What follows belongs to an exercise in optimizing a design on an open flow for small area, a short achievable clock period and few clock cycles; a production flow would make more cautious choices.
The RTL was checked by simulation tests, not by an equivalence proof against the original design.
Power and IR drop assume default switching activity.

==> flow/design.v <==
package ppu_pkg;
   localparam int N              = 16;
   localparam int ES             = 1;
   localparam int MS             = N - 2;
   localparam int TE_BITS        = $clog2(N) + ES + 2;
   localparam int FRAC_FULL_SIZE = 3 * N - 8;
   localparam int QW             = 16 * N;
   localparam int QF             = QW / 2;
endpackage
module pfx_add #(
   parameter int W = 32
) (
   input  logic [W-1:0] a,
   input  logic [W-1:0] b,
   input  logic         cin,
   output logic [W-1:0] s,
   output logic         co
);
   localparam int LV = $clog2(W);
   logic [W-1:0] g [LV+1];
   logic [W-1:0] p [LV+1];
   logic [W-1:0] hp;
   assign hp   = a ^ b;
   assign g[0] = (a & b) | {{(W-1){1'b0}}, hp[0] & cin};
   assign p[0] = hp;
   for (genvar l = 0; l < LV; l++) begin : g_lv
      for (genvar i = 0; i < W; i++) begin : g_bit
         if (((i >> l) & 1) == 1) begin : g_op
            localparam int J = ((i >> l) << l) - 1;
            assign g[l+1][i] = g[l][i] | (p[l][i] & g[l][J]);
            assign p[l+1][i] = p[l][i] & p[l][J];
         end else begin : g_pass
            assign g[l+1][i] = g[l][i];
            assign p[l+1][i] = p[l][i];
         end
      end
   end
   assign s  = hp ^ {g[LV][W-2:0], cin};
   assign co = g[LV][W-1];
endmodule
module pfx_add_late #(
   parameter int W = 32
) (
   input  logic [W-1:0] a,
   input  logic [W-1:0] b,
   input  logic         cin,
   output logic [W-1:0] s,
   output logic         gout,     
   output logic         pout,     
   output logic         ones,     
   output logic         onesm1    
);
   localparam int LV = $clog2(W);
   logic [W-1:0] g [LV+1];
   logic [W-1:0] p [LV+1];
   logic [W-1:0] hp;
   assign hp   = a ^ b;
   assign g[0] = a & b;
   assign p[0] = hp;
   for (genvar l = 0; l < LV; l++) begin : g_lv
      for (genvar i = 0; i < W; i++) begin : g_bit
         if (((i >> l) & 1) == 1) begin : g_op
            localparam int J = ((i >> l) << l) - 1;
            assign g[l+1][i] = g[l][i] | (p[l][i] & g[l][J]);
            assign p[l+1][i] = p[l][i] & p[l][J];
         end else begin : g_pass
            assign g[l+1][i] = g[l][i];
            assign p[l+1][i] = p[l][i];
         end
      end
   end
   assign s    = hp ^ ({g[LV][W-2:0], 1'b0} | ({p[LV][W-2:0], 1'b1} & {W{cin}}));
   assign gout = g[LV][W-1];
   assign pout = p[LV][W-1];
   logic [W-1:0] t;
   assign t      = hp ^ {g[0][W-2:0], cin};
   assign ones   = &t;
   assign onesm1 = (&t[W-1:2]) & (hp[1] ^ (a[0] | b[0])) & ~t[0];
endmodule
module quire_booth_enc (
   input  logic [13:0] b,
   output logic [6:0] one,
   output logic [6:0] two,
   output logic [6:0] neg,
   output logic        btop
);
   assign one[0] = b[0] ^ 1'b0;
   assign two[0] = (b[1] & ~b[0] & ~1'b0) | (~b[1] & b[0] & 1'b0);
   assign neg[0] = b[1];
   assign one[1] = b[2] ^ b[1];
   assign two[1] = (b[3] & ~b[2] & ~b[1]) | (~b[3] & b[2] & b[1]);
   assign neg[1] = b[3];
   assign one[2] = b[4] ^ b[3];
   assign two[2] = (b[5] & ~b[4] & ~b[3]) | (~b[5] & b[4] & b[3]);
   assign neg[2] = b[5];
   assign one[3] = b[6] ^ b[5];
   assign two[3] = (b[7] & ~b[6] & ~b[5]) | (~b[7] & b[6] & b[5]);
   assign neg[3] = b[7];
   assign one[4] = b[8] ^ b[7];
   assign two[4] = (b[9] & ~b[8] & ~b[7]) | (~b[9] & b[8] & b[7]);
   assign neg[4] = b[9];
   assign one[5] = b[10] ^ b[9];
   assign two[5] = (b[11] & ~b[10] & ~b[9]) | (~b[11] & b[10] & b[9]);
   assign neg[5] = b[11];
   assign one[6] = b[12] ^ b[11];
   assign two[6] = (b[13] & ~b[12] & ~b[11]) | (~b[13] & b[12] & b[11]);
   assign neg[6] = b[13];
   assign btop = b[13];
endmodule
module quire_mul_tree (
   input  logic [13:0] a,
   input  logic [6:0]  one,
   input  logic [6:0]  two,
   input  logic [6:0]  neg,
   input  logic        btop,
   output logic [27:0] ra,
   output logic [27:0] rb,
   output logic [27:0] rc
);
   logic t1, t2, t3, t4, t5, t6, t7, t8, t9, t10, t11, t12, t13, t14, t15, t16, t17, t18, t19, t20, t21, t22, t23, t24, t25, t26, t27, t28, t29, t30, t31, t32, t33, t34, t35, t36, t37, t38, t39, t40, t41, t42, t43, t44, t45, t46, t47, t48, t49, t50, t51, t52, t53, t54, t55, t56, t57, t58, t59, t60, t61, t62, t63, t64, t65, t66, t67, t68, t69, t70, t71, t72, t73, t74, t75, t76, t77, t78, t79, t80, t81, t82, t83, t84, t85, t86, t87, t88, t89, t90, t91, t92, t93, t94, t95, t96, t97, t98, t99, t100, t101, t102, t103, t104, t105, t106, t107, t108, t109, t110, t111, t112, t113, t114, t115, t116, t117, t118, t119, t120, t121, t122, t123, t124, t125, t126, t127, t128, t129, t130, t131, t132, t133, t134, t135, t136, t137, t138, t139, t140, t141, t142, t143, t144, t145, t146, t147, t148, t149, t150, t151, t152, t153, t154;
   assign t1 = (((one[0] & a[10]) | (two[0] & a[9])) ^ neg[0]) ^ (((one[1] & a[8]) | (two[1] & a[7])) ^ neg[1]);
   assign t2 = (((one[0] & a[10]) | (two[0] & a[9])) ^ neg[0]) & (((one[1] & a[8]) | (two[1] & a[7])) ^ neg[1]);
   assign t3 = (((one[0] & a[11]) | (two[0] & a[10])) ^ neg[0]) ^ (((one[1] & a[9]) | (two[1] & a[8])) ^ neg[1]);
   assign t4 = (((one[0] & a[11]) | (two[0] & a[10])) ^ neg[0]) & (((one[1] & a[9]) | (two[1] & a[8])) ^ neg[1]);
   assign t5 = (((one[0] & a[12]) | (two[0] & a[11])) ^ neg[0]) ^ (((one[1] & a[10]) | (two[1] & a[9])) ^ neg[1]) ^ (((one[2] & a[8]) | (two[2] & a[7])) ^ neg[2]);
   assign t6 = ((((one[0] & a[12]) | (two[0] & a[11])) ^ neg[0]) & (((one[1] & a[10]) | (two[1] & a[9])) ^ neg[1])) | ((((one[0] & a[12]) | (two[0] & a[11])) ^ neg[0]) & (((one[2] & a[8]) | (two[2] & a[7])) ^ neg[2])) | ((((one[1] & a[10]) | (two[1] & a[9])) ^ neg[1]) & (((one[2] & a[8]) | (two[2] & a[7])) ^ neg[2]));
   assign t7 = (((one[3] & a[6]) | (two[3] & a[5])) ^ neg[3]) ^ (((one[4] & a[4]) | (two[4] & a[3])) ^ neg[4]);
   assign t8 = (((one[3] & a[6]) | (two[3] & a[5])) ^ neg[3]) & (((one[4] & a[4]) | (two[4] & a[3])) ^ neg[4]);
   assign t9 = (((one[0] & a[13]) | (two[0] & a[12])) ^ neg[0]) ^ (((one[1] & a[11]) | (two[1] & a[10])) ^ neg[1]) ^ (((one[2] & a[9]) | (two[2] & a[8])) ^ neg[2]);
   assign t10 = ((((one[0] & a[13]) | (two[0] & a[12])) ^ neg[0]) & (((one[1] & a[11]) | (two[1] & a[10])) ^ neg[1])) | ((((one[0] & a[13]) | (two[0] & a[12])) ^ neg[0]) & (((one[2] & a[9]) | (two[2] & a[8])) ^ neg[2])) | ((((one[1] & a[11]) | (two[1] & a[10])) ^ neg[1]) & (((one[2] & a[9]) | (two[2] & a[8])) ^ neg[2]));
   assign t11 = (((one[3] & a[7]) | (two[3] & a[6])) ^ neg[3]) ^ (((one[4] & a[5]) | (two[4] & a[4])) ^ neg[4]);
   assign t12 = (((one[3] & a[7]) | (two[3] & a[6])) ^ neg[3]) & (((one[4] & a[5]) | (two[4] & a[4])) ^ neg[4]);
   assign t13 = (((two[0] & a[13])) ^ neg[0]) ^ (((one[1] & a[12]) | (two[1] & a[11])) ^ neg[1]) ^ (((one[2] & a[10]) | (two[2] & a[9])) ^ neg[2]);
   assign t14 = ((((two[0] & a[13])) ^ neg[0]) & (((one[1] & a[12]) | (two[1] & a[11])) ^ neg[1])) | ((((two[0] & a[13])) ^ neg[0]) & (((one[2] & a[10]) | (two[2] & a[9])) ^ neg[2])) | ((((one[1] & a[12]) | (two[1] & a[11])) ^ neg[1]) & (((one[2] & a[10]) | (two[2] & a[9])) ^ neg[2]));
   assign t15 = (((one[3] & a[8]) | (two[3] & a[7])) ^ neg[3]) ^ (((one[4] & a[6]) | (two[4] & a[5])) ^ neg[4]) ^ (((one[5] & a[4]) | (two[5] & a[3])) ^ neg[5]);
   assign t16 = ((((one[3] & a[8]) | (two[3] & a[7])) ^ neg[3]) & (((one[4] & a[6]) | (two[4] & a[5])) ^ neg[4])) | ((((one[3] & a[8]) | (two[3] & a[7])) ^ neg[3]) & (((one[5] & a[4]) | (two[5] & a[3])) ^ neg[5])) | ((((one[4] & a[6]) | (two[4] & a[5])) ^ neg[4]) & (((one[5] & a[4]) | (two[5] & a[3])) ^ neg[5]));
   assign t17 = ~neg[0] ^ (((one[1] & a[13]) | (two[1] & a[12])) ^ neg[1]) ^ (((one[2] & a[11]) | (two[2] & a[10])) ^ neg[2]);
   assign t18 = (~neg[0] & (((one[1] & a[13]) | (two[1] & a[12])) ^ neg[1])) | (~neg[0] & (((one[2] & a[11]) | (two[2] & a[10])) ^ neg[2])) | ((((one[1] & a[13]) | (two[1] & a[12])) ^ neg[1]) & (((one[2] & a[11]) | (two[2] & a[10])) ^ neg[2]));
   assign t19 = (((one[3] & a[9]) | (two[3] & a[8])) ^ neg[3]) ^ (((one[4] & a[7]) | (two[4] & a[6])) ^ neg[4]) ^ (((one[5] & a[5]) | (two[5] & a[4])) ^ neg[5]);
   assign t20 = ((((one[3] & a[9]) | (two[3] & a[8])) ^ neg[3]) & (((one[4] & a[7]) | (two[4] & a[6])) ^ neg[4])) | ((((one[3] & a[9]) | (two[3] & a[8])) ^ neg[3]) & (((one[5] & a[5]) | (two[5] & a[4])) ^ neg[5])) | ((((one[4] & a[7]) | (two[4] & a[6])) ^ neg[4]) & (((one[5] & a[5]) | (two[5] & a[4])) ^ neg[5]));
   assign t21 = (((one[6] & a[3]) | (two[6] & a[2])) ^ neg[6]) ^ (btop & a[1]);
   assign t22 = (((one[6] & a[3]) | (two[6] & a[2])) ^ neg[6]) & (btop & a[1]);
   assign t23 = (((two[1] & a[13])) ^ neg[1]) ^ (((one[2] & a[12]) | (two[2] & a[11])) ^ neg[2]) ^ (((one[3] & a[10]) | (two[3] & a[9])) ^ neg[3]);
   assign t24 = ((((two[1] & a[13])) ^ neg[1]) & (((one[2] & a[12]) | (two[2] & a[11])) ^ neg[2])) | ((((two[1] & a[13])) ^ neg[1]) & (((one[3] & a[10]) | (two[3] & a[9])) ^ neg[3])) | ((((one[2] & a[12]) | (two[2] & a[11])) ^ neg[2]) & (((one[3] & a[10]) | (two[3] & a[9])) ^ neg[3]));
   assign t25 = (((one[4] & a[8]) | (two[4] & a[7])) ^ neg[4]) ^ (((one[5] & a[6]) | (two[5] & a[5])) ^ neg[5]) ^ (((one[6] & a[4]) | (two[6] & a[3])) ^ neg[6]);
   assign t26 = ((((one[4] & a[8]) | (two[4] & a[7])) ^ neg[4]) & (((one[5] & a[6]) | (two[5] & a[5])) ^ neg[5])) | ((((one[4] & a[8]) | (two[4] & a[7])) ^ neg[4]) & (((one[6] & a[4]) | (two[6] & a[3])) ^ neg[6])) | ((((one[5] & a[6]) | (two[5] & a[5])) ^ neg[5]) & (((one[6] & a[4]) | (two[6] & a[3])) ^ neg[6]));
   assign t27 = (btop & a[2]) ^ 1'b1;
   assign t28 = (btop & a[2]) & 1'b1;
   assign t29 = ~neg[1] ^ (((one[2] & a[13]) | (two[2] & a[12])) ^ neg[2]) ^ (((one[3] & a[11]) | (two[3] & a[10])) ^ neg[3]);
   assign t30 = (~neg[1] & (((one[2] & a[13]) | (two[2] & a[12])) ^ neg[2])) | (~neg[1] & (((one[3] & a[11]) | (two[3] & a[10])) ^ neg[3])) | ((((one[2] & a[13]) | (two[2] & a[12])) ^ neg[2]) & (((one[3] & a[11]) | (two[3] & a[10])) ^ neg[3]));
   assign t31 = (((one[4] & a[9]) | (two[4] & a[8])) ^ neg[4]) ^ (((one[5] & a[7]) | (two[5] & a[6])) ^ neg[5]) ^ (((one[6] & a[5]) | (two[6] & a[4])) ^ neg[6]);
   assign t32 = ((((one[4] & a[9]) | (two[4] & a[8])) ^ neg[4]) & (((one[5] & a[7]) | (two[5] & a[6])) ^ neg[5])) | ((((one[4] & a[9]) | (two[4] & a[8])) ^ neg[4]) & (((one[6] & a[5]) | (two[6] & a[4])) ^ neg[6])) | ((((one[5] & a[7]) | (two[5] & a[6])) ^ neg[5]) & (((one[6] & a[5]) | (two[6] & a[4])) ^ neg[6]));
   assign t33 = (((two[2] & a[13])) ^ neg[2]) ^ (((one[3] & a[12]) | (two[3] & a[11])) ^ neg[3]) ^ (((one[4] & a[10]) | (two[4] & a[9])) ^ neg[4]);
   assign t34 = ((((two[2] & a[13])) ^ neg[2]) & (((one[3] & a[12]) | (two[3] & a[11])) ^ neg[3])) | ((((two[2] & a[13])) ^ neg[2]) & (((one[4] & a[10]) | (two[4] & a[9])) ^ neg[4])) | ((((one[3] & a[12]) | (two[3] & a[11])) ^ neg[3]) & (((one[4] & a[10]) | (two[4] & a[9])) ^ neg[4]));
   assign t35 = (((one[5] & a[8]) | (two[5] & a[7])) ^ neg[5]) ^ (((one[6] & a[6]) | (two[6] & a[5])) ^ neg[6]);
   assign t36 = (((one[5] & a[8]) | (two[5] & a[7])) ^ neg[5]) & (((one[6] & a[6]) | (two[6] & a[5])) ^ neg[6]);
   assign t37 = ~neg[2] ^ (((one[3] & a[13]) | (two[3] & a[12])) ^ neg[3]) ^ (((one[4] & a[11]) | (two[4] & a[10])) ^ neg[4]);
   assign t38 = (~neg[2] & (((one[3] & a[13]) | (two[3] & a[12])) ^ neg[3])) | (~neg[2] & (((one[4] & a[11]) | (two[4] & a[10])) ^ neg[4])) | ((((one[3] & a[13]) | (two[3] & a[12])) ^ neg[3]) & (((one[4] & a[11]) | (two[4] & a[10])) ^ neg[4]));
   assign t39 = (((two[3] & a[13])) ^ neg[3]) ^ (((one[4] & a[12]) | (two[4] & a[11])) ^ neg[4]);
   assign t40 = (((two[3] & a[13])) ^ neg[3]) & (((one[4] & a[12]) | (two[4] & a[11])) ^ neg[4]);
   assign t41 = (((one[0] & a[6]) | (two[0] & a[5])) ^ neg[0]) ^ (((one[1] & a[4]) | (two[1] & a[3])) ^ neg[1]);
   assign t42 = (((one[0] & a[6]) | (two[0] & a[5])) ^ neg[0]) & (((one[1] & a[4]) | (two[1] & a[3])) ^ neg[1]);
   assign t43 = (((one[0] & a[7]) | (two[0] & a[6])) ^ neg[0]) ^ (((one[1] & a[5]) | (two[1] & a[4])) ^ neg[1]);
   assign t44 = (((one[0] & a[7]) | (two[0] & a[6])) ^ neg[0]) & (((one[1] & a[5]) | (two[1] & a[4])) ^ neg[1]);
   assign t45 = (((one[0] & a[8]) | (two[0] & a[7])) ^ neg[0]) ^ (((one[1] & a[6]) | (two[1] & a[5])) ^ neg[1]) ^ (((one[2] & a[4]) | (two[2] & a[3])) ^ neg[2]);
   assign t46 = ((((one[0] & a[8]) | (two[0] & a[7])) ^ neg[0]) & (((one[1] & a[6]) | (two[1] & a[5])) ^ neg[1])) | ((((one[0] & a[8]) | (two[0] & a[7])) ^ neg[0]) & (((one[2] & a[4]) | (two[2] & a[3])) ^ neg[2])) | ((((one[1] & a[6]) | (two[1] & a[5])) ^ neg[1]) & (((one[2] & a[4]) | (two[2] & a[3])) ^ neg[2]));
   assign t47 = (((one[3] & a[2]) | (two[3] & a[1])) ^ neg[3]) ^ (((one[4] & a[0])) ^ neg[4]);
   assign t48 = (((one[3] & a[2]) | (two[3] & a[1])) ^ neg[3]) & (((one[4] & a[0])) ^ neg[4]);
   assign t49 = (((one[0] & a[9]) | (two[0] & a[8])) ^ neg[0]) ^ (((one[1] & a[7]) | (two[1] & a[6])) ^ neg[1]) ^ (((one[2] & a[5]) | (two[2] & a[4])) ^ neg[2]);
   assign t50 = ((((one[0] & a[9]) | (two[0] & a[8])) ^ neg[0]) & (((one[1] & a[7]) | (two[1] & a[6])) ^ neg[1])) | ((((one[0] & a[9]) | (two[0] & a[8])) ^ neg[0]) & (((one[2] & a[5]) | (two[2] & a[4])) ^ neg[2])) | ((((one[1] & a[7]) | (two[1] & a[6])) ^ neg[1]) & (((one[2] & a[5]) | (two[2] & a[4])) ^ neg[2]));
   assign t51 = (((one[3] & a[3]) | (two[3] & a[2])) ^ neg[3]) ^ (((one[4] & a[1]) | (two[4] & a[0])) ^ neg[4]);
   assign t52 = (((one[3] & a[3]) | (two[3] & a[2])) ^ neg[3]) & (((one[4] & a[1]) | (two[4] & a[0])) ^ neg[4]);
   assign t53 = (((one[2] & a[6]) | (two[2] & a[5])) ^ neg[2]) ^ (((one[3] & a[4]) | (two[3] & a[3])) ^ neg[3]) ^ (((one[4] & a[2]) | (two[4] & a[1])) ^ neg[4]);
   assign t54 = ((((one[2] & a[6]) | (two[2] & a[5])) ^ neg[2]) & (((one[3] & a[4]) | (two[3] & a[3])) ^ neg[3])) | ((((one[2] & a[6]) | (two[2] & a[5])) ^ neg[2]) & (((one[4] & a[2]) | (two[4] & a[1])) ^ neg[4])) | ((((one[3] & a[4]) | (two[3] & a[3])) ^ neg[3]) & (((one[4] & a[2]) | (two[4] & a[1])) ^ neg[4]));
   assign t55 = (((one[5] & a[0])) ^ neg[5]) ^ neg[5] ^ t1;
   assign t56 = ((((one[5] & a[0])) ^ neg[5]) & neg[5]) | ((((one[5] & a[0])) ^ neg[5]) & t1) | (neg[5] & t1);
   assign t57 = (((one[2] & a[7]) | (two[2] & a[6])) ^ neg[2]) ^ (((one[3] & a[5]) | (two[3] & a[4])) ^ neg[3]) ^ (((one[4] & a[3]) | (two[4] & a[2])) ^ neg[4]);
   assign t58 = ((((one[2] & a[7]) | (two[2] & a[6])) ^ neg[2]) & (((one[3] & a[5]) | (two[3] & a[4])) ^ neg[3])) | ((((one[2] & a[7]) | (two[2] & a[6])) ^ neg[2]) & (((one[4] & a[3]) | (two[4] & a[2])) ^ neg[4])) | ((((one[3] & a[5]) | (two[3] & a[4])) ^ neg[3]) & (((one[4] & a[3]) | (two[4] & a[2])) ^ neg[4]));
   assign t59 = (((one[5] & a[1]) | (two[5] & a[0])) ^ neg[5]) ^ t2 ^ t3;
   assign t60 = ((((one[5] & a[1]) | (two[5] & a[0])) ^ neg[5]) & t2) | ((((one[5] & a[1]) | (two[5] & a[0])) ^ neg[5]) & t3) | (t2 & t3);
   assign t61 = (((one[5] & a[2]) | (two[5] & a[1])) ^ neg[5]) ^ (((one[6] & a[0])) ^ neg[6]) ^ neg[6];
   assign t62 = ((((one[5] & a[2]) | (two[5] & a[1])) ^ neg[5]) & (((one[6] & a[0])) ^ neg[6])) | ((((one[5] & a[2]) | (two[5] & a[1])) ^ neg[5]) & neg[6]) | ((((one[6] & a[0])) ^ neg[6]) & neg[6]);
   assign t63 = t4 ^ t5 ^ t7;
   assign t64 = (t4 & t5) | (t4 & t7) | (t5 & t7);
   assign t65 = (((one[5] & a[3]) | (two[5] & a[2])) ^ neg[5]) ^ (((one[6] & a[1]) | (two[6] & a[0])) ^ neg[6]) ^ t6;
   assign t66 = ((((one[5] & a[3]) | (two[5] & a[2])) ^ neg[5]) & (((one[6] & a[1]) | (two[6] & a[0])) ^ neg[6])) | ((((one[5] & a[3]) | (two[5] & a[2])) ^ neg[5]) & t6) | ((((one[6] & a[1]) | (two[6] & a[0])) ^ neg[6]) & t6);
   assign t67 = t8 ^ t9 ^ t11;
   assign t68 = (t8 & t9) | (t8 & t11) | (t9 & t11);
   assign t69 = (((one[6] & a[2]) | (two[6] & a[1])) ^ neg[6]) ^ (btop & a[0]) ^ t10;
   assign t70 = ((((one[6] & a[2]) | (two[6] & a[1])) ^ neg[6]) & (btop & a[0])) | ((((one[6] & a[2]) | (two[6] & a[1])) ^ neg[6]) & t10) | ((btop & a[0]) & t10);
   assign t71 = t12 ^ t13 ^ t15;
   assign t72 = (t12 & t13) | (t12 & t15) | (t13 & t15);
   assign t73 = 1'b1 ^ t14 ^ t16;
   assign t74 = (1'b1 & t14) | (1'b1 & t16) | (t14 & t16);
   assign t75 = t17 ^ t19 ^ t21;
   assign t76 = (t17 & t19) | (t17 & t21) | (t19 & t21);
   assign t77 = t18 ^ t20 ^ t22;
   assign t78 = (t18 & t20) | (t18 & t22) | (t20 & t22);
   assign t79 = t23 ^ t25 ^ t27;
   assign t80 = (t23 & t25) | (t23 & t27) | (t25 & t27);
   assign t81 = (btop & a[3]) ^ t24 ^ t26;
   assign t82 = ((btop & a[3]) & t24) | ((btop & a[3]) & t26) | (t24 & t26);
   assign t83 = t28 ^ t29 ^ t31;
   assign t84 = (t28 & t29) | (t28 & t31) | (t29 & t31);
   assign t85 = (btop & a[4]) ^ 1'b1 ^ t30;
   assign t86 = ((btop & a[4]) & 1'b1) | ((btop & a[4]) & t30) | (1'b1 & t30);
   assign t87 = t32 ^ t33 ^ t35;
   assign t88 = (t32 & t33) | (t32 & t35) | (t33 & t35);
   assign t89 = (((one[5] & a[9]) | (two[5] & a[8])) ^ neg[5]) ^ (((one[6] & a[7]) | (two[6] & a[6])) ^ neg[6]) ^ (btop & a[5]);
   assign t90 = ((((one[5] & a[9]) | (two[5] & a[8])) ^ neg[5]) & (((one[6] & a[7]) | (two[6] & a[6])) ^ neg[6])) | ((((one[5] & a[9]) | (two[5] & a[8])) ^ neg[5]) & (btop & a[5])) | ((((one[6] & a[7]) | (two[6] & a[6])) ^ neg[6]) & (btop & a[5]));
   assign t91 = t34 ^ t36 ^ t37;
   assign t92 = (t34 & t36) | (t34 & t37) | (t36 & t37);
   assign t93 = (((one[5] & a[10]) | (two[5] & a[9])) ^ neg[5]) ^ (((one[6] & a[8]) | (two[6] & a[7])) ^ neg[6]) ^ (btop & a[6]);
   assign t94 = ((((one[5] & a[10]) | (two[5] & a[9])) ^ neg[5]) & (((one[6] & a[8]) | (two[6] & a[7])) ^ neg[6])) | ((((one[5] & a[10]) | (two[5] & a[9])) ^ neg[5]) & (btop & a[6])) | ((((one[6] & a[8]) | (two[6] & a[7])) ^ neg[6]) & (btop & a[6]));
   assign t95 = 1'b1 ^ t38 ^ t39;
   assign t96 = (1'b1 & t38) | (1'b1 & t39) | (t38 & t39);
   assign t97 = ~neg[3] ^ (((one[4] & a[13]) | (two[4] & a[12])) ^ neg[4]) ^ (((one[5] & a[11]) | (two[5] & a[10])) ^ neg[5]);
   assign t98 = (~neg[3] & (((one[4] & a[13]) | (two[4] & a[12])) ^ neg[4])) | (~neg[3] & (((one[5] & a[11]) | (two[5] & a[10])) ^ neg[5])) | ((((one[4] & a[13]) | (two[4] & a[12])) ^ neg[4]) & (((one[5] & a[11]) | (two[5] & a[10])) ^ neg[5]));
   assign t99 = (((one[6] & a[9]) | (two[6] & a[8])) ^ neg[6]) ^ (btop & a[7]) ^ t40;
   assign t100 = ((((one[6] & a[9]) | (two[6] & a[8])) ^ neg[6]) & (btop & a[7])) | ((((one[6] & a[9]) | (two[6] & a[8])) ^ neg[6]) & t40) | ((btop & a[7]) & t40);
   assign t101 = (((two[4] & a[13])) ^ neg[4]) ^ (((one[5] & a[12]) | (two[5] & a[11])) ^ neg[5]) ^ (((one[6] & a[10]) | (two[6] & a[9])) ^ neg[6]);
   assign t102 = ((((two[4] & a[13])) ^ neg[4]) & (((one[5] & a[12]) | (two[5] & a[11])) ^ neg[5])) | ((((two[4] & a[13])) ^ neg[4]) & (((one[6] & a[10]) | (two[6] & a[9])) ^ neg[6])) | ((((one[5] & a[12]) | (two[5] & a[11])) ^ neg[5]) & (((one[6] & a[10]) | (two[6] & a[9])) ^ neg[6]));
   assign t103 = (btop & a[8]) ^ 1'b1;
   assign t104 = (btop & a[8]) & 1'b1;
   assign t105 = ~neg[4] ^ (((one[5] & a[13]) | (two[5] & a[12])) ^ neg[5]) ^ (((one[6] & a[11]) | (two[6] & a[10])) ^ neg[6]);
   assign t106 = (~neg[4] & (((one[5] & a[13]) | (two[5] & a[12])) ^ neg[5])) | (~neg[4] & (((one[6] & a[11]) | (two[6] & a[10])) ^ neg[6])) | ((((one[5] & a[13]) | (two[5] & a[12])) ^ neg[5]) & (((one[6] & a[11]) | (two[6] & a[10])) ^ neg[6]));
   assign t107 = (((two[5] & a[13])) ^ neg[5]) ^ (((one[6] & a[12]) | (two[6] & a[11])) ^ neg[6]);
   assign t108 = (((two[5] & a[13])) ^ neg[5]) & (((one[6] & a[12]) | (two[6] & a[11])) ^ neg[6]);
   assign t109 = (((one[0] & a[4]) | (two[0] & a[3])) ^ neg[0]) ^ (((one[1] & a[2]) | (two[1] & a[1])) ^ neg[1]);
   assign t110 = (((one[0] & a[4]) | (two[0] & a[3])) ^ neg[0]) & (((one[1] & a[2]) | (two[1] & a[1])) ^ neg[1]);
   assign t111 = (((one[0] & a[5]) | (two[0] & a[4])) ^ neg[0]) ^ (((one[1] & a[3]) | (two[1] & a[2])) ^ neg[1]);
   assign t112 = (((one[0] & a[5]) | (two[0] & a[4])) ^ neg[0]) & (((one[1] & a[3]) | (two[1] & a[2])) ^ neg[1]);
   assign t113 = (((one[2] & a[2]) | (two[2] & a[1])) ^ neg[2]) ^ (((one[3] & a[0])) ^ neg[3]) ^ neg[3];
   assign t114 = ((((one[2] & a[2]) | (two[2] & a[1])) ^ neg[2]) & (((one[3] & a[0])) ^ neg[3])) | ((((one[2] & a[2]) | (two[2] & a[1])) ^ neg[2]) & neg[3]) | ((((one[3] & a[0])) ^ neg[3]) & neg[3]);
   assign t115 = (((one[2] & a[3]) | (two[2] & a[2])) ^ neg[2]) ^ (((one[3] & a[1]) | (two[3] & a[0])) ^ neg[3]) ^ t42;
   assign t116 = ((((one[2] & a[3]) | (two[2] & a[2])) ^ neg[2]) & (((one[3] & a[1]) | (two[3] & a[0])) ^ neg[3])) | ((((one[2] & a[3]) | (two[2] & a[2])) ^ neg[2]) & t42) | ((((one[3] & a[1]) | (two[3] & a[0])) ^ neg[3]) & t42);
   assign t117 = neg[4] ^ t44 ^ t45;
   assign t118 = (neg[4] & t44) | (neg[4] & t45) | (t44 & t45);
   assign t119 = t46 ^ t48 ^ t49;
   assign t120 = (t46 & t48) | (t46 & t49) | (t48 & t49);
   assign t121 = t50 ^ t52 ^ t53;
   assign t122 = (t50 & t52) | (t50 & t53) | (t52 & t53);
   assign t123 = t54 ^ t56 ^ t57;
   assign t124 = (t54 & t56) | (t54 & t57) | (t56 & t57);
   assign t125 = t58 ^ t60 ^ t61;
   assign t126 = (t58 & t60) | (t58 & t61) | (t60 & t61);
   assign t127 = t62 ^ t64 ^ t65;
   assign t128 = (t62 & t64) | (t62 & t65) | (t64 & t65);
   assign t129 = t66 ^ t68 ^ t69;
   assign t130 = (t66 & t68) | (t66 & t69) | (t68 & t69);
   assign t131 = t70 ^ t72 ^ t73;
   assign t132 = (t70 & t72) | (t70 & t73) | (t72 & t73);
   assign t133 = t74 ^ t76 ^ t77;
   assign t134 = (t74 & t76) | (t74 & t77) | (t76 & t77);
   assign t135 = t78 ^ t80 ^ t81;
   assign t136 = (t78 & t80) | (t78 & t81) | (t80 & t81);
   assign t137 = t82 ^ t84 ^ t85;
   assign t138 = (t82 & t84) | (t82 & t85) | (t84 & t85);
   assign t139 = t86 ^ t88 ^ t89;
   assign t140 = (t86 & t88) | (t86 & t89) | (t88 & t89);
   assign t141 = t90 ^ t92 ^ t93;
   assign t142 = (t90 & t92) | (t90 & t93) | (t92 & t93);
   assign t143 = t94 ^ t96 ^ t97;
   assign t144 = (t94 & t96) | (t94 & t97) | (t96 & t97);
   assign t145 = t98 ^ t100 ^ t101;
   assign t146 = (t98 & t100) | (t98 & t101) | (t100 & t101);
   assign t147 = (btop & a[9]) ^ t102 ^ t104;
   assign t148 = ((btop & a[9]) & t102) | ((btop & a[9]) & t104) | (t102 & t104);
   assign t149 = (btop & a[10]) ^ 1'b1 ^ t106;
   assign t150 = ((btop & a[10]) & 1'b1) | ((btop & a[10]) & t106) | (1'b1 & t106);
   assign t151 = ~neg[5] ^ (((one[6] & a[13]) | (two[6] & a[12])) ^ neg[6]) ^ (btop & a[11]);
   assign t152 = (~neg[5] & (((one[6] & a[13]) | (two[6] & a[12])) ^ neg[6])) | (~neg[5] & (btop & a[11])) | ((((one[6] & a[13]) | (two[6] & a[12])) ^ neg[6]) & (btop & a[11]));
   assign t153 = (((two[6] & a[13])) ^ neg[6]) ^ (btop & a[12]);
   assign t154 = (((two[6] & a[13])) ^ neg[6]) & (btop & a[12]);
   assign ra = {~neg[6], 1'b1, t108, t107, t105, t103, t99, t95, t91, t87, t83, t79, t75, t71, t67, t63, t59, t55, t51, t47, t43, t41, (((one[2] & a[1]) | (two[2] & a[0])) ^ neg[2]), (((one[2] & a[0])) ^ neg[2]), (((one[0] & a[3]) | (two[0] & a[2])) ^ neg[0]), (((one[0] & a[2]) | (two[0] & a[1])) ^ neg[0]), (((one[0] & a[1]) | (two[0] & a[0])) ^ neg[0]), (((one[0] & a[0])) ^ neg[0])};
   assign rb = {(btop & a[13]), t152, t150, t148, t146, t144, t142, t140, t138, t136, t134, t132, t130, t128, t126, t124, t122, t120, t118, t116, t114, t112, t110, neg[2], (((one[1] & a[1]) | (two[1] & a[0])) ^ neg[1]), (((one[1] & a[0])) ^ neg[1]), 1'b0, neg[0]};
   assign rc = {t154, t153, t151, t149, t147, t145, t143, t141, t139, t137, t135, t133, t131, t129, t127, t125, t123, t121, t119, t117, t115, t113, t111, t109, 1'b0, neg[1], 1'b0, 1'b0};
endmodule
module quire_resolve (
   input  logic [255:0] x,
   input  logic [7:0]   xones,    
   input  logic [7:0]   xonesm1,  
   input  logic [6:0]   cr,       
   output logic [7:0]   kk,       
   output logic [7:0]   jsel,     
   output logic         none,     
   output logic         sgn
);
   logic [7:0] crin, z0, e0, e1, e2, gg, pp, rz, ro, nz, above;
   logic [7:0] rz0, rz1, ro0, ro1;
   logic [7:0] lg [4];
   logic [7:0] lp [4];
   logic       a7, t1, t2, c0, c1;
   always_comb begin
      for (int i = 0; i < 8; i++) begin
         crin[i] = (i == 0) ? 1'b0 : cr[i-1];
         z0[i] = ~|x[32*i +: 32];
         e0[i] = xones[i];
         e1[i] = xonesm1[i];
         e2[i] = (&x[32*i+2 +: 30]) & ~x[32*i+1] &  x[32*i];
         gg[i] = e0[i] & crin[i];
         pp[i] = (e0[i] & ~crin[i]) | (e1[i] & crin[i]);
         rz0[i] = crin[i] ? e0[i] : z0[i];
         rz1[i] = crin[i] ? e1[i] : e0[i];
         ro0[i] = crin[i] ? e1[i] : e0[i];
         ro1[i] = crin[i] ? e2[i] : e1[i];
      end
      a7 = &x[226 +: 29];
      t1 = a7 & x[225] & x[224];      
      t2 = a7 & x[225] & ~x[224];     
      c0 = crin[7] & t1;
      c1 = t1 | (crin[7] & t2);
   end
   assign lg[0] = gg;
   assign lp[0] = pp;
   for (genvar l = 0; l < 3; l++) begin : g_lv
      for (genvar c = 0; c < 8; c++) begin : g_c
         if (((c >> l) & 1) == 1) begin : g_op
            localparam int J = ((c >> l) << l) - 1;
            assign lg[l+1][c] = lg[l][c] | (lp[l][c] & lg[l][J]);
            assign lp[l+1][c] = lp[l][c] & lp[l][J];
         end else begin : g_pass
            assign lg[l+1][c] = lg[l][c];
            assign lp[l+1][c] = lp[l][c];
         end
      end
   end
   always_comb begin
      kk  = {lg[3][6:0], 1'b0};
      rz  = (kk & rz1) | (~kk & rz0);
      ro  = (kk & ro1) | (~kk & ro0);
      sgn = x[255] ^ (kk[7] ? c1 : c0);
      nz  = sgn ? ~ro : ~rz;
      above[7] = 1'b0;
      for (int i = 6; i >= 0; i--) above[i] = above[i+1] | nz[i+1];
      none = ~|nz;
      for (int i = 0; i < 8; i++) jsel[i] = nz[i] & ~above[i];
      jsel[0] = jsel[0] | none;
   end
endmodule
module quire_norm_coarse (
   input  logic [255:0] quire,
   input  logic [7:0]   jsel,
   input  logic         sgn,
   output logic [71:0]  win,      
   output logic [4:0]   lzl,
   output logic [2:0]   m,        
   output logic         stk
);
   logic [295:0] zz;
   logic [71:0]  c5;
   logic [7:0]   o32, o24, below, under;
   logic [31:0]  top;
   always_comb begin
      m = 3'd0;
      for (int j = 0; j < 8; j++) if (jsel[j]) m = 3'(7 - j);
      zz = {quire, 40'b0};
      c5 = '0;
      for (int j = 0; j < 8; j++)
         c5 = c5 | ({72{jsel[j]}} & zz[32*j + 71 -: 72]);
      win = c5 ^ {72{sgn}};
      top = win[71:40];
      lzl = 5'd31;
      for (int i = 0; i < 32; i++)
         if (top[i]) lzl = 5'(31 - i);
      for (int i = 0; i < 8; i++) begin
         o32[i] = |quire[32*i +: 32];
         o24[i] = |quire[32*i +: 24];
      end
      under[0] = 1'b0;
      for (int j = 1; j < 8; j++) under[j] = under[j-1] | o32[j-1];
      below[0] = 1'b0;
      below[1] = 1'b0;
      for (int j = 2; j < 8; j++) below[j] = o24[j-2] | under[j-2];
      stk = |(jsel & below);
   end
endmodule
module quire_norm_fine (
   input  logic [71:0] win,
   input  logic [4:0]  lzl,
   input  logic        sgn,
   output logic [40:0] lead,     
   output logic        allone,   
   output logic        nz        
);
   logic [55:0] c4;
   logic [47:0] c3;
   logic [43:0] c2;
   logic [41:0] c1;
   logic [4:0]  drop;
   logic        s;
   always_comb begin
      s       = sgn;
      c4      = lzl[4] ? win[55:0] : win[71 -: 56];
      drop[4] = lzl[4] ? 1'b0 : |(win[15:0] ^ {16{s}});
      c3      = lzl[3] ? c4[47:0] : c4[55 -: 48];
      drop[3] = lzl[3] ? 1'b0 : |(c4[7:0] ^ {8{s}});
      c2      = lzl[2] ? c3[43:0] : c3[47 -: 44];
      drop[2] = lzl[2] ? 1'b0 : |(c3[3:0] ^ {4{s}});
      c1      = lzl[1] ? c2[41:0] : c2[43 -: 42];
      drop[1] = lzl[1] ? 1'b0 : |(c2[1:0] ^ {2{s}});
      lead    = lzl[0] ? c1[40:0] : c1[41 -: 41];
      drop[0] = lzl[0] ? 1'b0 : (c1[0] ^ s);
      nz      = |drop;
      allone  = &lead[39:0];
   end
endmodule
module quire_norm_out (
   input  logic [40:0] lead,
   input  logic [7:0]  lz,
   input  logic        allone,
   input  logic        lownz,
   input  logic        sgn,
   input  logic        none,
   input  logic        sticky,
   output logic [48:0] meta,
   output logic        zero
);
   logic              s, cy, ovf, hi0, hi1, lo0, lo1;
   logic [39:0]       frac;
   logic [39:0]       run [7];
   logic [6:0]        t0, t1, te;
   assign run[0] = {lead[38:0], 1'b1};
   for (genvar l = 0; l < 6; l++) begin : g_lv
      for (genvar i = 0; i < 40; i++) begin : g_bit
         if (((i >> l) & 1) == 1) begin : g_op
            assign run[l+1][i] = run[l][i] & run[l][((i >> l) << l) - 1];
         end else begin : g_pass
            assign run[l+1][i] = run[l][i];
         end
      end
   end
   always_comb begin
      s    = sgn;
      cy   = s & ~lownz;
      ovf  = cy & allone;
      frac = lead[39:0] ^ ({40{cy}} & run[6]);
      t0  = 7'(8'd127 - lz);
      t1  = 7'(8'd128 - lz);
      hi0 = lz < 8'd64;
      hi1 = lz < 8'd65;
      lo0 = lz > 8'd191;
      lo1 = lz > 8'd192;
      te  = ovf ? t1 : t0;
      meta = '0;
      zero = 1'b0;
      if (none & ~s) begin
         zero = ~sticky;
         if (sticky) begin
            meta[47:41] = 7'h40;
            meta[0]     = 1'b1;
         end
      end else if (none) begin
         meta[48]    = 1'b1;
         meta[47:41] = 7'h40;
         meta[0]     = 1'b1;
      end else begin
         meta[48]   = s;
         meta[40:1] = frac;
         meta[0]    = lownz | sticky;
         if (ovf ? hi1 : hi0) begin
            meta[47:41] = 7'h3F;
            meta[0]     = 1'b1;
         end else if (ovf ? lo1 : lo0) begin
            meta[47:41] = 7'h40;
            meta[0]     = 1'b1;
         end else begin
            meta[47:41] = te;
         end
      end
   end
endmodule
module ppu_quire_acc (
   input  logic        clk_i,
   input  logic        rst_i,
   input  logic        in_valid_i,
   output logic        in_ready_o,
   input  logic [21:0] in_a_i,
   input  logic [21:0] in_b_i,
   input  logic        in_a_special_i,
   input  logic        in_b_special_i,
   input  logic        in_last_i,
   output logic        out_valid_o,
   input  logic        out_ready_i,
   output logic [48:0] out_meta_o,
   output logic        out_nar_o,
   output logic        out_zero_o
);
   localparam int W  = 32;
   localparam int NC = 8;
   logic fire, last_fire;
   assign fire      = in_valid_i & in_ready_o;
   assign last_fire = fire & in_last_i;
   logic        r0_valid;
   logic [13:0] r0_ma;
   logic [6:0]  r0_one, r0_two, r0_bneg, enc_one, enc_two, enc_neg;
   logic        r0_btop, enc_btop;
   logic [6:0]  r0_ta, r0_tb;
   logic        r0_neg, r0_add, r0_nar, r0_last;
   quire_booth_enc u_enc (.b(in_b_i[13:0]), .one(enc_one), .two(enc_two), .neg(enc_neg), .btop(enc_btop));
   always_ff @(posedge clk_i or posedge rst_i)
      if (rst_i) r0_valid <= 1'b0;
      else       r0_valid <= fire;
   always_ff @(posedge clk_i) begin
      r0_ma   <= in_a_i[13:0];
      r0_one  <= enc_one;
      r0_two  <= enc_two;
      r0_bneg <= enc_neg;
      r0_btop <= enc_btop;
      r0_ta   <= in_a_i[20:14];
      r0_tb   <= in_b_i[20:14];
      r0_neg  <= in_a_i[21] ^ in_b_i[21];
      r0_nar  <= (in_a_special_i & in_a_i[21]) | (in_b_special_i & in_b_i[21]);
      r0_add  <= ~in_a_special_i & ~in_b_special_i;
      r0_last <= in_last_i;
   end
   logic              m1_valid;
   logic [27:0]       m1_ra, m1_rb, m1_rc, tree_ra, tree_rb, tree_rc;
   logic signed [8:0] m1_k;
   logic              m1_neg, m1_add, m1_nar, m1_last;
   quire_mul_tree u_tree (
      .a    (r0_ma),
      .one  (r0_one),
      .two  (r0_two),
      .neg  (r0_bneg),
      .btop (r0_btop),
      .ra   (tree_ra),
      .rb   (tree_rb),
      .rc   (tree_rc)
   );
   always_ff @(posedge clk_i or posedge rst_i)
      if (rst_i) m1_valid <= 1'b0;
      else       m1_valid <= r0_valid;
   always_ff @(posedge clk_i) begin
      m1_ra   <= tree_ra;
      m1_rb   <= tree_rb;
      m1_rc   <= tree_rc;
      m1_k    <= 9'($signed(r0_ta)) + 9'($signed(r0_tb)) + 9'sd102;
      m1_neg  <= r0_neg;
      m1_nar  <= r0_valid & r0_nar;
      m1_add  <= r0_valid & r0_add;
      m1_last <= r0_last;
   end
   logic              m2_valid;
   logic [27:0]       m2_p, prod;
   logic              prod_co;
   logic signed [8:0] m2_k;
   logic              m2_neg, m2_add, m2_nar, m2_last;
   logic [27:0] ps, pc;
   assign ps = m1_ra ^ m1_rb ^ m1_rc;
   assign pc = {(m1_ra[26:0] & m1_rb[26:0]) | (m1_ra[26:0] & m1_rc[26:0]) | (m1_rb[26:0] & m1_rc[26:0]), 1'b0};
   pfx_add #(.W(28)) u_padd (.a(ps), .b(pc), .cin(1'b0), .s(prod), .co(prod_co));
   always_ff @(posedge clk_i or posedge rst_i)
      if (rst_i) m2_valid <= 1'b0;
      else       m2_valid <= m1_valid;
   always_ff @(posedge clk_i) begin
      m2_p    <= prod;
      m2_k    <= m1_k;
      m2_neg  <= m1_neg;
      m2_nar  <= m1_nar;
      m2_add  <= m1_add;
      m2_last <= m1_last;
   end
   logic              r2_valid;
   logic [58:0]       r2_win;
   logic [NC-1:0]     r2_lo, r2_hi, r2_fill;
   logic              r2_neg, r2_cin, r2_drop, r2_nar, r2_last;
   logic [58:0]       sh;
   logic [3:0]        cidx;
   assign sh   = 59'(m2_p) << m2_k[4:0];
   assign cidx = m2_k[8:5];
   always_ff @(posedge clk_i or posedge rst_i)
      if (rst_i) r2_valid <= 1'b0;
      else       r2_valid <= m2_valid;
   always_ff @(posedge clk_i) begin
      r2_win <= sh ^ {59{m2_neg}};
      r2_neg <= m2_neg;
      for (int i = 0; i < NC; i++) begin
         r2_lo[i]   <= m2_add & (cidx == 4'(i));
         r2_hi[i]   <= m2_add & (cidx == 4'(i - 1));
         r2_fill[i] <= m2_add & m2_neg & (cidx != 4'(i)) & (cidx != 4'(i - 1));
      end
      r2_cin  <= m2_add & m2_neg;
      r2_drop <= m2_add & (cidx == 4'hF) & (|sh[31:0]);
      r2_nar  <= m2_nar;
      r2_last <= m2_last;
   end
   logic [W-1:0]  x   [NC];
   logic [W-1:0]  xin [NC];
   logic [W-1:0]  a   [NC];
   logic [W-1:0]  sum [NC];
   logic          cg  [NC];
   logic          cp  [NC];
   logic          cin [NC];
   logic [NC-2:0] cr;
   logic [NC-1:0] crin;
   logic [NC:0]   kk;
   logic [63:0]   wfull;
   logic          fresh, cap, res, nar_acc, sticky_acc;
   logic [3:0]    clr;      
   logic          fr_a, fr_b, nfr_a, nfr_b;
   assign wfull = {{5{r2_neg}}, r2_win};
   always_comb begin
      for (int i = 0; i < NC; i++) begin
         crin[i] = (i == 0) ? 1'b0 : (cr[i-1] & ~clr[(i-1)/2]);
         xin[i]  = clr[i/2] ? '0 : x[i];
         a[i]    = ({W{r2_lo[i]}} & wfull[W-1:0]) |
                   ({W{r2_hi[i]}} & wfull[2*W-1:W]) |
                   {W{r2_fill[i]}} |
                   {{(W-1){1'b0}}, res & crin[i]};
         if (i == 0) cin[i] = r2_cin;
         else        cin[i] = res ? kk[i] : crin[i];
      end
   end
   logic [255:0] q;
   logic [NC-1:0] rjsel, jsel_r, xones, xonesm1, ones_nx, onesm1_nx;
   logic          rsgn, sgn_r, rnone, none_r;
   assign q = {x[7], x[6], x[5], x[4], x[3], x[2], x[1], x[0]};
   quire_resolve u_res (
      .x       (q),
      .xones   (xones),
      .xonesm1 (xonesm1),
      .cr      (cr),
      .kk      (kk[NC-1:0]),
      .jsel    (rjsel),
      .none    (rnone),
      .sgn     (rsgn)
   );
   always_ff @(posedge clk_i) begin
      jsel_r <= rjsel;
      none_r <= rnone;
      sgn_r  <= rsgn;
   end
   for (genvar i = 0; i < NC; i++) begin : g_chunk
      pfx_add_late #(.W(W)) u_add (
         .a    (xin[i]),
         .b    (a[i]),
         .cin  (cin[i]),
         .s    (sum[i]),
         .gout   (cg[i]),
         .pout   (cp[i]),
         .ones   (ones_nx[i]),
         .onesm1 (onesm1_nx[i])
      );
   end
   always_ff @(posedge clk_i or posedge rst_i) begin
      if (rst_i) begin
         fr_a  <= 1'b1;
         fr_b  <= 1'b1;
         nfr_a <= 1'b0;
         nfr_b <= 1'b0;
      end else begin
         if (r2_valid) fr_a <= 1'b0;
         else if (res) fr_a <= 1'b1;
         if (res)           fr_b <= 1'b1;
         else if (r2_valid) fr_b <= 1'b0;
         if (r2_valid) nfr_a <= 1'b1;
         else if (res) nfr_a <= 1'b0;
         if (res)           nfr_b <= 1'b0;
         else if (r2_valid) nfr_b <= 1'b1;
      end
   end
   assign clr   = {~nfr_b, ~nfr_a, fr_b, fr_a};
   assign fresh = fr_a;
   always_ff @(posedge clk_i or posedge rst_i) begin
      if (rst_i) begin
         cap     <= 1'b0;
         res     <= 1'b0;
         cr      <= '0;
      end else begin
         cap     <= res;
         res     <= r2_valid & r2_last;
         for (int i = 0; i < NC - 1; i++)
            cr[i] <= cg[i] | (cp[i] & (i == 0 ? r2_cin : crin[i]));
      end
   end
   always_ff @(posedge clk_i) begin
      for (int i = 0; i < NC; i++) x[i] <= sum[i];
      xones   <= ones_nx;
      xonesm1 <= onesm1_nx;
      nar_acc    <= (nar_acc & ~fresh) | (r2_valid & r2_nar);
      sticky_acc <= (sticky_acc & ~fresh) | (r2_valid & r2_drop);
   end
   logic [71:0] crs_win, n1_win;
   logic [4:0]  crs_lzl, n1_lzl;
   logic        crs_stk;
   logic [2:0]  crs_m, n1_m;
   logic        n1_stk, n1_s, n1_none, n1_sticky, n1_nar, n1_valid;
   logic [40:0] fine_lead, n2_lead;
   logic        fine_nz, fine_allone, n2_allone;
   logic [7:0]  n2_lz;
   logic        n2_lownz, n2_s, n2_none, n2_sticky, n2_nar, n2_valid;
   logic [48:0] norm_meta;
   logic        norm_zero;
   logic [48:0] out_meta_r;
   logic        out_nar_r, out_zero_r;
   logic        n2_to_out;
   quire_norm_coarse u_coarse (
      .quire (q),
      .jsel  (jsel_r),
      .sgn   (sgn_r),
      .win   (crs_win),
      .lzl   (crs_lzl),
      .m     (crs_m),
      .stk   (crs_stk)
   );
   always_ff @(posedge clk_i) begin
      n1_win    <= crs_win;
      n1_lzl    <= crs_lzl;
      n1_m      <= crs_m;
      n1_stk    <= crs_stk;
      n1_s      <= sgn_r;
      n1_none   <= none_r;
      n1_sticky <= sticky_acc;
      n1_nar    <= nar_acc;
   end
   quire_norm_fine u_fine (
      .win  (n1_win),
      .lzl  (n1_lzl),
      .sgn  (n1_s),
      .lead   (fine_lead),
      .allone (fine_allone),
      .nz     (fine_nz)
   );
   assign n2_to_out = n2_valid & ~out_valid_o;
   always_ff @(posedge clk_i) begin
      if (n1_valid) begin
         n2_lead   <= fine_lead;
         n2_allone <= fine_allone;
         n2_lz     <= {n1_m, n1_lzl};
         n2_lownz  <= n1_stk | fine_nz;
         n2_s      <= n1_s;
         n2_none   <= n1_none;
         n2_sticky <= n1_sticky;
         n2_nar    <= n1_nar;
      end
   end
   quire_norm_out u_out (
      .lead   (n2_lead),
      .lz     (n2_lz),
      .allone (n2_allone),
      .lownz  (n2_lownz),
      .sgn    (n2_s),
      .none   (n2_none),
      .sticky (n2_sticky),
      .meta   (norm_meta),
      .zero   (norm_zero)
   );
   always_ff @(posedge clk_i) begin
      if (n2_to_out) begin
         out_meta_r <= n2_nar ? '0 : norm_meta;
         out_nar_r  <= n2_nar;
         out_zero_r <= ~n2_nar & norm_zero;
      end
   end
   logic [2:0] committed, committed_nx, base;
   logic       n1_valid_nx, n2_valid_nx, out_valid_nx;
   always_comb begin
      n1_valid_nx  = cap;
      n2_valid_nx  = n1_valid | (n2_valid & ~n2_to_out);
      out_valid_nx = n2_to_out | (out_valid_o & ~out_ready_i);
      committed_nx = committed + 3'(last_fire) - 3'(n1_valid);
      base         = committed - 3'(n1_valid) + 3'(n2_valid_nx);
   end
   always_ff @(posedge clk_i or posedge rst_i) begin
      if (rst_i) begin
         committed   <= '0;
         n1_valid    <= 1'b0;
         n2_valid    <= 1'b0;
         out_valid_o <= 1'b0;
         in_ready_o  <= 1'b1;
      end else begin
         committed   <= committed_nx;
         n1_valid    <= n1_valid_nx;
         n2_valid    <= n2_valid_nx;
         out_valid_o <= out_valid_nx;
         in_ready_o  <= ~last_fire &
                        ((base == 3'd0) | ((base == 3'd1) & ~out_valid_nx));
      end
   end
   assign out_meta_o = out_meta_r;
   assign out_nar_o  = out_nar_r;
   assign out_zero_o = out_zero_r;
endmodule
==> flow/flow/run.sh <==
#!/bin/bash
# The standard layout, with sky130_fd_sc_hd__buf_4 as the buffer that
# buffer_ports puts on every input and output port (ORFS otherwise picks a
# delay cell, clkdlybuf4s50_1, for them). Everything else is the standard flow's
# standard.sh: the standard synthesis and the ORFS flow with config.mk.
set -euo pipefail
export BUFFER_PORTS_ARGS="-buffer_cell sky130_fd_sc_hd__buf_4"
bash standard.sh > standard.log 2>&1
==> flow/standard.sh <==
#!/bin/bash
# synth_recipe.tcl (not shown) runs the flow's synth.tcl, then flattens the netlist and writes it again
# the make line also repeats each setting of config.mk as NAME=value (left out here)
make -C /OpenROAD-flow-scripts/flow DESIGN_CONFIG=/design/flow/config.mk WORK_HOME=/design/flow/orfs CLKGATE_MAP_FILE= SYNTH_SCRIPT=/design/flow/synth_recipe.tcl "${@:-finish}"
==> flow/config.mk <==
export PLATFORM = sky130hd
export DESIGN_NAME = ppu_quire_acc
export DESIGN_NICKNAME = ppu_quire_acc
export VERILOG_FILES = /design/flow/design.v
export SDC_FILE = /design/flow/constraint.sdc
export NUM_CORES = 4
export LEC_CHECK = 0
export CAP_MARGIN = 20
export CORE_MARGIN = 2
export CORE_UTILIZATION = 60
export PLACE_DENSITY = 0.65
export SLEW_MARGIN = 20
export SYNTH_HIERARCHICAL = 1
==> flow/constraint.sdc <==
create_clock -name core_clock -period 12.0 [get_ports {clk_i}]
set_input_delay 2.4000 -clock core_clock [delete_from_list [all_inputs] [get_ports {clk_i}]]
set_output_delay 2.4000 -clock core_clock [all_outputs]
set_load 0.01 [all_outputs]
==> results.py <==
metrics = {
    "sta": {
        "fin_crit_ns": 4.11,
        "finalCritPeriodShare_pct": 34.3,
        "fmax_mhz": 243,
        "rsz0062_at_grt": "false",
        "setup_ws_ns": 7.89,
        "worstMarginPinSlew_ns": 1.45,
        "slew_violations": 0,
        "slew_headroom_pct": 3.29,
        "final_hold_viol_count": 0,
        "fin_worst_skew_ns": 0.0480,
        "tns_ns": 0,
        "setup_viol": 0,
    },
    "setup_path": {
        "crit_chain": "buf_4 > nand2_1 > o21ai_0 > ha_1 > inv_1 > fa_1 > nand2_1 > a21oi_1 > o21ai_0 > a221oi_1 > xnor2_1",
        "startpoint_type": "register",
        "worstPathRequired_ns": 12.56,
        "crit_arrival_ns": 4.67,
        "r2r-start": "nfr_a$_DFFE_PP0P_",
        "cpPeakStageDelay_ns": 0.98,
        "regToRegSetupSlack_ns": 7.89,
        "critPathKind": "reg2reg",
        "r2r_end": "x[6][15]$_DFF_P_",
        "cp-startpoint": "nfr_a$_DFFE_PP0P_",
        "cp_max_fo": 36,
        "slowest_stage": "dfrtp_1",
        "cp-endpoint": "x[6][15]$_DFF_P_",
        "reg2reg_depth": 11,
        "end_kind": "register",
    },
    "die": {
        "coreArea_um2": 100000,
        "start_util_pct": 60.6,
        "die_area_um2": 104000,
        "io-pin-count": 104,
        "die_w_um": 322,
        "std_cell_rows": 116,
        "dieHeight_um": 322,
    },
    "power_and_ir_drop": {
        "peakVddDrop_v": 0.000187,
        "power.density_nw_per_um2": 203,
        "leakagePower_nw": 24.8,
        "fin_total_pwr_mw": 13.0,
    },
    "final_layout": {
        "area_growth_pct": 5.84,
        "nNetsFinal": 6932,
        "drive_gt1_share_pct": 10.7,
        "fillerInstances": 8369,
    },
    "grt": {
        "grt_max_degree": 77,
        "grt.overflow.total": 0,
        "grt_first_pass_wirelength_um": 346000,
        "grt_pass1_vias": 51500,
        "antenna_found_initial": 25,
        "grt_usage_pct": 45.5,
    },
    "logic_synthesis": {
        "syn_avg_cell_area_um2": 9.26,
        "ys_warn_count": 31,
        "syn_area_um2": 60600,
        "synthCells": 6550,
    },
    "route": {
        "drt-wirelength-per-cell_um": 31.1,
        "drtIter0Drc": 7654,
        "drt_first_pass_iters": 10,
        "num_vias": 54500,
        "ant_nets": 0,
        "drcViolationCount": 0,
        "postRouteWirelength_um": 240000,
        "avgViaCountPerCell": 7.06,
    },
    "clock_network": {
        "clock_sinks": 769,
        "clk_latency_ns": 0.72,
        "root_buffer": "clkbuf_16",
        "cts_hold_buf": 0,
        "htreeDepth": 3,
        "post_cts_buffers": 0,
        "cts_tree": "yes",
        "post_cts_resized": 0,
        "path_clk_slew_ns": 0.06,
        "ctsLongestPathBuffers": 3,
        "numCtsBuffers": 88,
    },
    "run": {
        "drv_cap": 0,
    },
    "min_path": {
        "min_path_type": "reg2reg",
    },
    "placement": {
        "io_buffers": 103,
        "routabilityCongestion": 1.10,
        "dp_hpwl_um": 177000,
        "dp_slack_ns": 8.06,
    },
    "run_status": {
        "outcome": "no timing/DRC/antenna violations",
    },
}
[layer usage]
metal / share of wire (%) / track usage [%]
met1: 36 / 54.3
met2: 42 / 66.4
met3: 13 / 16.5
met4: 9.3 / 36.0
met5: 0.055 / 0
[worst min path at each step]
stage | slack (ns) | end | from | cells past startpoint
6_report | 0.32 | r2_nar$_DFF_P_ | m2_nar$_DFF_P_ | 0
3_3_place_gp | 0.31 | m2_k[4]$_DFF_P_ | m1_k[4]$_DFF_P_ | 0
4_1_cts | 0.32 | r2_nar$_DFF_P_ | m2_nar$_DFF_P_ | 0
5_1_grt | 0.33 | r2_nar$_DFF_P_ | m2_nar$_DFF_P_ | 0
2_1_floorplan | 0.31 | m1_last$_DFF_P_ | r0_last$_DFF_P_ | 0
3_5_place_dp | 0.31 | m1_last$_DFF_P_ | r0_last$_DFF_P_ | 0
[placed cells by master (no fill, tap or decap), types with 48 or more instances in the layout]
cell type,n
inv_1,614
clkbuf_16,92
nor4_1,182
a221o_1,219
and2_1,158
nor2_1,258
fa_1,225
a21oi_1,157
dfxtp_1,610
mux2_2,83
nor2b_1,237
xor2_1,231
o21ai_0,100
nand3_1,114
buf_4,174
nand2_1,406
mux4_2,71
ha_1,329
a21o_1,48
nand4_1,172
xnor2_1,397
a22oi_1,309
edfxtp_1,105
nor3_1,80
a221oi_1,50
a31oi_1,79
and3_1,56
mux2i_1,94
[state kept, by name, indices dropped and copies added (netlist names), 8 cells and up]
register,flops
out_meta_r,49
m1_rc,28
m1_rb,28
n1_win,71
r2_win,59
m1_ra,28
jsel_r,8
x,256
n2_lz,8
xones,8
m2_k,9
m2_p,28
n2_lead,40
m1_k,9
r0_ma,14
r2_fill,8
[where the power goes]
part / switching (mW) / internal (mW)
Sequential: 1.57 / 3.23
Combinational: 3.31 / 1.98
Clock: 1.21 / 1.70
Total: 6.09 / 6.92
[area by class of cell]
| class | count | area, um2 | area share [%] |
|---|---|---|---|
| inverters | 623 | 2340 | 3.64 |
| multi-input cells | 4668 | 39100 | 60.9 |
| diodes | 25 | 62.6 | 0.0975 |
| clock buffers | 118 | 2550 | 3.97 |
| clock inverters | 43 | 559 | 0.871 |
| flip-flops and latches | 769 | 16600 | 25.9 |
| well taps | 1298 | 1620 | 2.53 |
| repair buffers | 177 | 1350 | 2.11 |
[stage by stage]
| stage | cells | area [um2] | hold slack (ns) | util (%) |
|---|---|---|---|---|
| 3_3_place_gp | 7532 | 61000 | 0.311 | 60.9 |
| 6_report | 7721 | 64200 | 0.324 | 64.1 |
| 4_1_cts | 7693 | 64100 | 0.322 | 64.0 |
| 3_5_place_dp | 7532 | 61000 | 0.312 | 60.9 |
| 2_1_floorplan | 6554 | 60700 | 0.310 | - |
| 5_1_grt | 7696 | 64100 | 0.329 | 64.0 |
[worst max-delay path, delay by kind of cell (launching register included)]
| kind | cells | cell delay, ns |
|---|---|---|
| AND/OR/NAND/NOR | 2 | 0.27 |
| XOR/XNOR | 1 | 0.18 |
| AO/OA/AOI/OAI | 4 | 1.36 |
| buffers and inverters | 2 | 0.56 |
| flip-flops | 1 | 0.98 |
| adder cells (fa/ha/maj) | 2 | 0.63 |
Testbench counts, summed over its fixed seeds: cycles 7,194.

## what the ideal ports hide
Ports are ideal in the flow. The routed layout listed here was re-timed in OpenROAD.
Step 1, drivers: a clkbuf_16 drives clk_i and a buf_2 each remaining input, both assumed.
Step 2, shift: input delay + t, output delay - t, t = (earliest + latest rising clock arrival at the registers) / 2. This alone moves slack from input paths to output paths.
Slacks: no drivers / after step 1 / after step 2; pairs: no drivers / after step 1.
t (ns): 0.770
setup WS [ns]: 7.886 / 7.886 / 7.886
worst hold slack (ns): 0.324 / 0.324 / 0.324
After both steps this run still meets setup and hold. For this run, drivers alone change the setup slack by 0.000 ns; drivers and shift together by 0.000 ns.
